From an optimization exercise on the open Yosys and OpenROAD flow, aimed at small area; shortcuts taken in it are not production practice. Function was checked by simulation only, so behaviour that the tests miss may differ from the original. Power is estimated from default activity; no workload was simulated.

==> flow/design.v (outline; a module is shown in full before it is edited, if it fits) <==
// module boron_round_key_store: 485 lines
module boron_round_key_store #(
  parameter int Key_Bit_Size     = 80,
  parameter int Number_of_Rounds = 26
) (
  input  logic                    clk,
  input  logic                    reset,
  input  logic                    key_load,
  input  logic [Key_Bit_Size-1:0] Key,
  input  logic [4:0]              rk_idx,
  output logic [63:0]             round_key,
  output logic                    busy,
  output logic                    ready
);
  // ...
==> flow/run.sh <==
#!/bin/bash
# synth_recipe.tcl (not shown) runs the flow's synth.tcl, then flattens the netlist and writes it again
# the make line also repeats each setting of config.mk as NAME=value (left out here)
make -C /OpenROAD-flow-scripts/flow DESIGN_CONFIG=/design/flow/config.mk WORK_HOME=/design/flow/orfs CLKGATE_MAP_FILE= SYNTH_SCRIPT=/design/flow/synth_recipe.tcl finish
==> flow/config.mk <==
export PLATFORM = sky130hd
export DESIGN_NAME = boron_round_key_store
export DESIGN_NICKNAME = boron_round_key_store
export VERILOG_FILES = /design/flow/design.v
export SDC_FILE = /design/flow/constraint.sdc
export NUM_CORES = 4
export LEC_CHECK = 0
export ABC_AREA = 1
export CAP_MARGIN = 20
export CORE_MARGIN = 2
export CORE_UTILIZATION = 40
export SLEW_MARGIN = 20
==> flow/constraint.sdc <==
create_clock -name core_clock -period 5.0 [get_ports {clk}]
set_input_delay 1.0000 -clock core_clock [delete_from_list [all_inputs] [get_ports {clk}]]
set_output_delay 1.0000 -clock core_clock [all_outputs]
set_load 0.01 [all_outputs]
==> metrics.md, run 1 <==
| Metric | Value |
|---|---|
| Worst Slack Setup Final | `0.390 ns` |
| Flop pwr share | `0.333` |
| Placed Cells incl. Taps | `2956` |
| Data arrival, critical path | `4.96 ns` |
| Synth-to-layout area growth | `17.4%` |
| Most common cell after layout, fill and taps aside | `sky130_fd_sc_hd__nand2_1` |
| Per-cell routed wire length | `20.2 µm` |
| Buffers & Inverters on Critical Path | `3` |
| Routed length on met2 | `27300 µm` |
| Antenna Violating Nets Remaining | `0` |
| Clock-cell share of area | `0.0346` |
| Dominant class by area | `multi-input gates` |
| Number of cell instances on the worst register-to-register path | `29` |
| Comb power | `0.00210 W` |
| Number of placement rows | `70` |
| Final net count | `2636` |
| Final setup violation count | `0` |
| Worst setup endpoint | `round_key[7]` |
| Post-placement cell area | `16700 µm²` |
| Switching part of the total power | `0.408` |
| Clock Skews | `0.0152 ns` |
| Overall power consumption | `0.00521 W` |
| Reg with most FFs | `k_q` |
| Synth Area in Simple Gates | `0.436` |
| Slowest Stage Delay on Critical Path | `0.38 ns` |
| Non-clk bufs | `182` |
| N_diodes | `0` |
| Category of the worst setup path capture point | `flop` |
| Remaining routing DRC violations | `0` |
| Fillers | `3852` |
| Worst vdd rail ir drop | `0.000267 V` |
| Area share of xor/xnor cells in the synthesized design | `0.0166` |
| Synth Cell Area | `14700 µm²` |
| Die width | `196 µm` |
| Worst reg2reg path endpoint | `round_key[7]` |
| Timing-limited maximum frequency | `0.217 GHz` |
| Die Y-Extent | `196 µm` |
| Status | `complete, no violations` |
| Worst Hold Slack | `0.467 ns` |
| Core area | `36400 µm²` |
| Number of top-level pins | `154` |
| Clock network fraction of total power | `0.264` |
==> inputs of run 2 (changes only) <==
==> flow/flow/run.sh (new file) <==
#!/bin/bash
# Own layout flow: the standard synthesis, then the combinational logic between the standard
# synthesis's registers is re-mapped by ABC for area (registers keep their names and cells),
# then the standard layout steps from the floorplan to the final layout.
set -euo pipefail
W=$(pwd)
R=$W/orfs/results/$FLOW_PLATFORM/boron_round_key_store/base
LIB=$FLOW_HOME/platforms/$FLOW_PLATFORM/lib/sky130_fd_sc_hd__tt_025C_1v80.lib

bash standard.sh synth > $W/log_synth.txt 2>&1

# Functional models of the combinational cells, so that yosys can re-map them.
yosys -q -p "read_liberty -ignore_miss_func $LIB; write_verilog -noattr $W/cells_all.v" > $W/log_cells.txt 2>&1
python3 $W/flow/comb_cells.py $W/cells_all.v $W/cells_comb.v >> $W/log_cells.txt 2>&1

DU=$(grep -o -- "-dont_use [^ ]*" $W/orfs/logs/$FLOW_PLATFORM/boron_round_key_store/base/1_2_yosys.log | sort -u | tr '\n' ' ')
cp $R/1_2_yosys.v $W/synth_standard.v
yosys -l $W/log_remap.txt -p "read_verilog -lib $W/cells_comb.v; read_liberty -lib -ignore_redef $LIB; \
  read_verilog -overwrite $W/cells_comb.v; read_verilog $W/synth_standard.v; \
  hierarchy -top $FLOW_TOP; flatten; proc; techmap; opt -purge; \
  abc -liberty $LIB $DU -script $W/flow/remap.abc; opt_clean -purge; \
  hilomap -singleton -hicell sky130_fd_sc_hd__conb_1 HI -locell sky130_fd_sc_hd__conb_1 LO; \
  tee -o $W/remap_stat.txt stat -liberty $LIB; \
  write_verilog -noattr -noexpr -nohex -nodec $W/synth_remap.v" > /dev/null 2>&1

# The registers must be the standard synthesis's, by name and cell.
python3 $W/flow/same_regs.py $W/synth_standard.v $W/synth_remap.v > $W/log_regs.txt 2>&1

cp $W/synth_remap.v $R/1_2_yosys.v
rm -f $R/1_synth.odb $R/1_synth.sdc
bash standard.sh > $W/log_layout.txt 2>&1
==> flow/flow/comb_cells.py (new file) <==
import re, sys
s = open(sys.argv[1]).read()
mods = re.findall(r'(module (\S+)\(.*?endmodule\n)', s, re.S)
keep = [m for m, n in mods if 'always' not in m and 'reg ' not in m]
open(sys.argv[2], 'w').write(''.join(keep))
print(len(keep), "combinational cells of", len(mods))
==> flow/flow/remap.abc (new file) <==
strash; dch; amap; topo
==> flow/flow/same_regs.py (new file) <==
import re, sys
def regs(f):
    s = open(f).read()
    return sorted(re.findall(r'^\s*(sky130_fd_sc_hd__(?:dfxtp|dfxbp|dfrtp|dfrbp|dfstp|dfsbp|dfbbp|dfbbn|dfrtn|edfxtp|edfxbp|sdf\w+|sedf\w+|dlx\w+|dlr\w+)\w*)\s+(\S+)\s*\(', s, re.M))
a, b = regs(sys.argv[1]), regs(sys.argv[2])
print(len(a), "registers in the standard synthesis,", len(b), "after re-mapping")
if a != b:
    print("register mismatch:", sorted(set(a) ^ set(b))[:20])
    sys.exit(1)
==> flow/standard.sh (new file) <==
#!/bin/bash
# synth_recipe.tcl (not shown) runs the flow's synth.tcl, then flattens the netlist and writes it again
# the make line also repeats each setting of config.mk as NAME=value (left out here)
make -C /OpenROAD-flow-scripts/flow DESIGN_CONFIG=/design/flow/config.mk WORK_HOME=/design/flow/orfs CLKGATE_MAP_FILE= SYNTH_SCRIPT=/design/flow/synth_recipe.tcl "${@:-finish}"
removed: flow/run.sh
==> metrics.md, run 2 <==
| Metric | Value |
|---|---|
| Detailed Route WL | `50000 µm (was 60200 µm)` |
| Number of detailed-routing iterations run before antenna repair | `8 (was 6)` |
| Power per cell area | `311 nW/µm² (was 302 nW/µm²)` |
| Global-route wire length before repair | `75600 µm (was 90600 µm)` |
| Clock transition at the registers of the reported paths | `0.07 ns (about the same)` |
| Worst reg-to-reg setup slack | `0.35 ns (was 0.39 ns)` |
| HP Start | `c_q[0] (unchanged)` |
| Overall power consumption | `0.00503 W (was 0.00521 W)` |
| Quantity of hold-fixing buffers added after cts | `0 (unchanged)` |
| Core area | `28700 µm² (was 36400 µm²)` |
| Number of hold violations in the final report | `0 (unchanged)` |
| Antenna Violating Nets Remaining | `0 (unchanged)` |
| Worst Path Required | `5.33 ns (was 5.35 ns)` |
| Max-slew violation total from the final report | `0 (unchanged)` |
| Final setup violation count | `0 (unchanged)` |
| Remaining routing DRC violations | `0 (unchanged)` |
| Worst-path maximum fanout | `14 (was 4)` |
| Data arrival, critical path | `5.04 ns (was 4.96 ns)` |
| Type of the setup path with the least slack | `input pin to flop (was flop to flop)` |
| Residual overflow from global routing | `0 (unchanged)` |
| Number of buffers added by the clock tree synthesis step | `17 (unchanged)` |
| Gpl congestion | `1.01 (was 1.05)` |
| Reg with most FFs | `k_q (unchanged)` |
| Tmin final | `4.72 ns (was 4.61 ns)` |
| Sequential cell area in the final layout | `4310 µm² (was 4300 µm²)` |
| Number of cell instances on the worst register-to-register path | `24 (was 29)` |
| Post-detailed-placement half-perimeter wirelength | `39200 µm (was 48800 µm)` |
| Initial Utilization | `0.407 (was 0.404)` |
| Total Routing Usage GR | `0.323 (was 0.315)` |
| Cell depth of the worst hold path | `1 (unchanged)` |
| Worst-Skew Late Latency | `0.47 ns (was 0.49 ns)` |
| Status | `complete, no violations (unchanged)` |
| Relative slew slack | `0.310 (was 0.387)` |
| Beginning of the worst register-to-register path | `s6[3] (was s1[2])` |
| Category of the worst setup path capture point | `flop (unchanged)` |
| Worst-Margin Slew | `1.03 ns (was 0.910 ns)` |
| Port Buffers | `153 (unchanged)` |
| Antenna violations before repair | `0 (unchanged)` |
| Fraction of final layout cells sized beyond drive strength 1 | `0.144 (was 0.0726)` |
| Die width | `175 µm (was 196 µm)` |
| Via count | `14104 (was 16263)` |
| Synth Cell Area | `11700 µm² (was 14700 µm²)` |
| Detailed-route vias per instance | `6.16 (was 5.44)` |
| Worst vdd rail ir drop | `0.000265 V (was 0.000267 V)` |
| Worst reg2reg path endpoint | `round_key[59] (was round_key[7])` |
| Hold crit path type | `flop to flop (unchanged)` |
| YS warnings | `1 (unchanged)` |
| Area occupied by multi-input gates | `7170 µm² (was 9150 µm²)` |
| Number of flip-flops in the largest register | `80 (unchanged)` |
| Count of mapped cells out of synthesis | `1528 (was 2390)` |
| Die Y-Extent | `175 µm (was 196 µm)` |
| First-iteration detailed-routing DRC count | `1755 (was 1646)` |
| Final net count | `1980 (was 2636)` |
| CTS root buf | `sky130_fd_sc_hd__clkbuf_16 (unchanged)` |
| Per-cell routed wire length | `21.9 µm (was 20.2 µm)` |
| Hold Path End | `c_q[0] (unchanged)` |
| Via count of the first global-routing pass | `12820 (was 14910)` |
| Pin count of the biggest net entering global routing | `58 (was 77)` |
| Per-instance average area after synthesis | `7.64 µm² (was 6.16 µm²)` |
| Syn nets | `1616 (was 2519)` |
| Number of max-cap violations | `0 (unchanged)` |
| Final non-filler cell area | `16200 µm² (was 17300 µm²)` |
| Number of top-level pins | `154 (unchanged)` |
| Clock Skews | `0.0157 ns (was 0.0152 ns)` |
| Number of placement rows | `62 (was 70)` |
| Sinks on the clock net | `175 (unchanged)` |
| Fillers | `2710 (was 3852)` |
| CTS tree | `built (unchanged)` |
| Type of origin of the critical path | `input pin (was flop)` |
| Highest-count cells in the layout ignoring fill and taps | `sky130_fd_sc_hd__nor2_1 (382), sky130_fd_sc_hd__buf_4 (185), sky130_fd_sc_hd__clkdlybuf4s50_1 (153) (was sky130_fd_sc_hd__nand2_1 (1025), sky130_fd_sc_hd__nand3_1 (305), sky130_fd_sc_hd__inv_1 (189))` |
| Post-placement cell area | `15500 µm² (was 16700 µm²)` |
| DIE AREA | `30600 µm² (was 38300 µm²)` |
| Top Registers | `k_q x80, round_key x64, c_q x5 (unchanged)` |
| Timing-limited maximum frequency | `0.212 GHz (was 0.217 GHz)` |
| H-Tree Level Count | `4 (unchanged)` |
| Standby leakage power | `5.63 nW (was 8.25 nW)` |
| Synth-to-layout area growth | `38.6% (was 17.4%)` |
| Most common cell after layout, fill and taps aside | `sky130_fd_sc_hd__nor2_1 (was sky130_fd_sc_hd__nand2_1)` |
| Buffer levels on the longest clock path | `2 (unchanged)` |
| N_diodes | `0 (unchanged)` |
| Fraction of the cycle the final worst path needs | `0.944 (was 0.922)` |
[run 2: critical path, cell delays in order]
cell	delay, ns
sky130_fd_sc_hd__clkdlybuf4s50_1	0.44
sky130_fd_sc_hd__buf_12	0.17
sky130_fd_sc_hd__clkinv_4	0.12
sky130_fd_sc_hd__nor2_2	0.08
sky130_fd_sc_hd__buf_4	0.16
sky130_fd_sc_hd__nor2_1	0.24
sky130_fd_sc_hd__clkinv_1	0.19
sky130_fd_sc_hd__nor2_1	0.35
sky130_fd_sc_hd__clkinv_1	0.34
sky130_fd_sc_hd__a21oi_1	0.40
sky130_fd_sc_hd__nor2_1	0.08
sky130_fd_sc_hd__a221oi_1	0.57
sky130_fd_sc_hd__nor2_1	0.08
sky130_fd_sc_hd__a221oi_1	0.50
sky130_fd_sc_hd__o22a_1	0.24
sky130_fd_sc_hd__o21ai_0	0.07
[run 2: how the worst max path moves through the flow]
stage	slack, ns	cells after the start	from	end
floorplan	-0.21	11	rk_idx[2]	round_key[6]
global placement	-0.16	16	rk_idx[4]	round_key[63]
detailed placement	-0.05	16	rk_idx[4]	round_key[63]
CTS	0.02	25	k_q[71]	round_key[0]
global route	-0.009	20	s5[2]	round_key[18]
finish	0.28	16	rk_idx[4]	round_key[63]
[run 2: report_power, final]
group | leakage, nW | switching [W] | internal (W)
logic | 3.81 | 0.00115 | 0.000828
clock network | 0.291 | 0.000597 | 0.000733
registers | 1.52 | 0.0000818 | 0.00163
total | 5.63 | 0.00183 | 0.00319
[run 2: timing repair]
item,in CTS,in global routing
setup buffers,0,3
setup endpoints to repair,0,59
resized for setup,0,21
[run 2: layer usage]
metal,up-vias,global-route usage,part of all wire
li1,6687,-,-
met2,693,0.500,0.44
met3,92,0.0607,0.083
met4,0,0.145,0.041
met5,-,0,0
met1,6632,0.438,0.44
[run 2: stage by stage]
step | hold slack (ns) | setup TNS [ns] | utilization | worst slack [ns] | instances
4_1_cts | 0.495 | 0 | 0.560 | 0.0213 | 2286
3_5_place_dp | 0.479 | -0.0824 | 0.539 | -0.0531 | 2254
6_report | 0.492 | 0 | 0.564 | 0.282 | 2289
3_3_place_gp | 0.443 | -0.313 | 0.539 | -0.160 | 2254
2_1_floorplan | 0.426 | -5.29 | - | -0.207 | 1528
5_1_grt | 0.523 | -0.0154 | 0.564 | -0.00854 | 2289
[run 2: final cells by class]
class | instances | share of cell area
Sequential cell | 175 | 0.266
Inverter | 131 | 0.0353
Tap cell | 384 | 0.0297
Timing Repair Buffer | 345 | 0.189
Clock inverter | 11 | 0.00541
Clock buffer | 21 | 0.0312
Multi-Input combinational cell | 1222 | 0.443

-- what the ideal ports hide --
Ports are ideal in the flow. The routed layouts listed here were re-timed in OpenROAD. Step 1 (the two cells are an assumption about what drives the block):
set clk [get_ports {clk}]
set_driving_cell -lib_cell sky130_fd_sc_hd__clkbuf_16 $clk
set_driving_cell -lib_cell sky130_fd_sc_hd__buf_2 [delete_from_list [all_inputs] $clk]
Step 2 also shifts input and output timing later by t, the mid clock arrival at the registers, as if the neighbouring blocks saw the same clock. Three values: ideal, step 1, step 2; two values: the first two.
| run | t (ns) | slack for setup (ns) | worst setup path at the end |
|---|---|---|---|
| run 1 | 0.537 | 0.390 / 0.390 / 0.055 | input to register |
| run 2 | 0.510 | 0.282 / 0.308 / -0.203 | input to register |
With both steps, setup timing fails in run 2, where it was met with ideal ports. For run 2, which loses most, drivers alone change the setup slack by +0.026 ns; drivers and shift together by -0.485 ns.
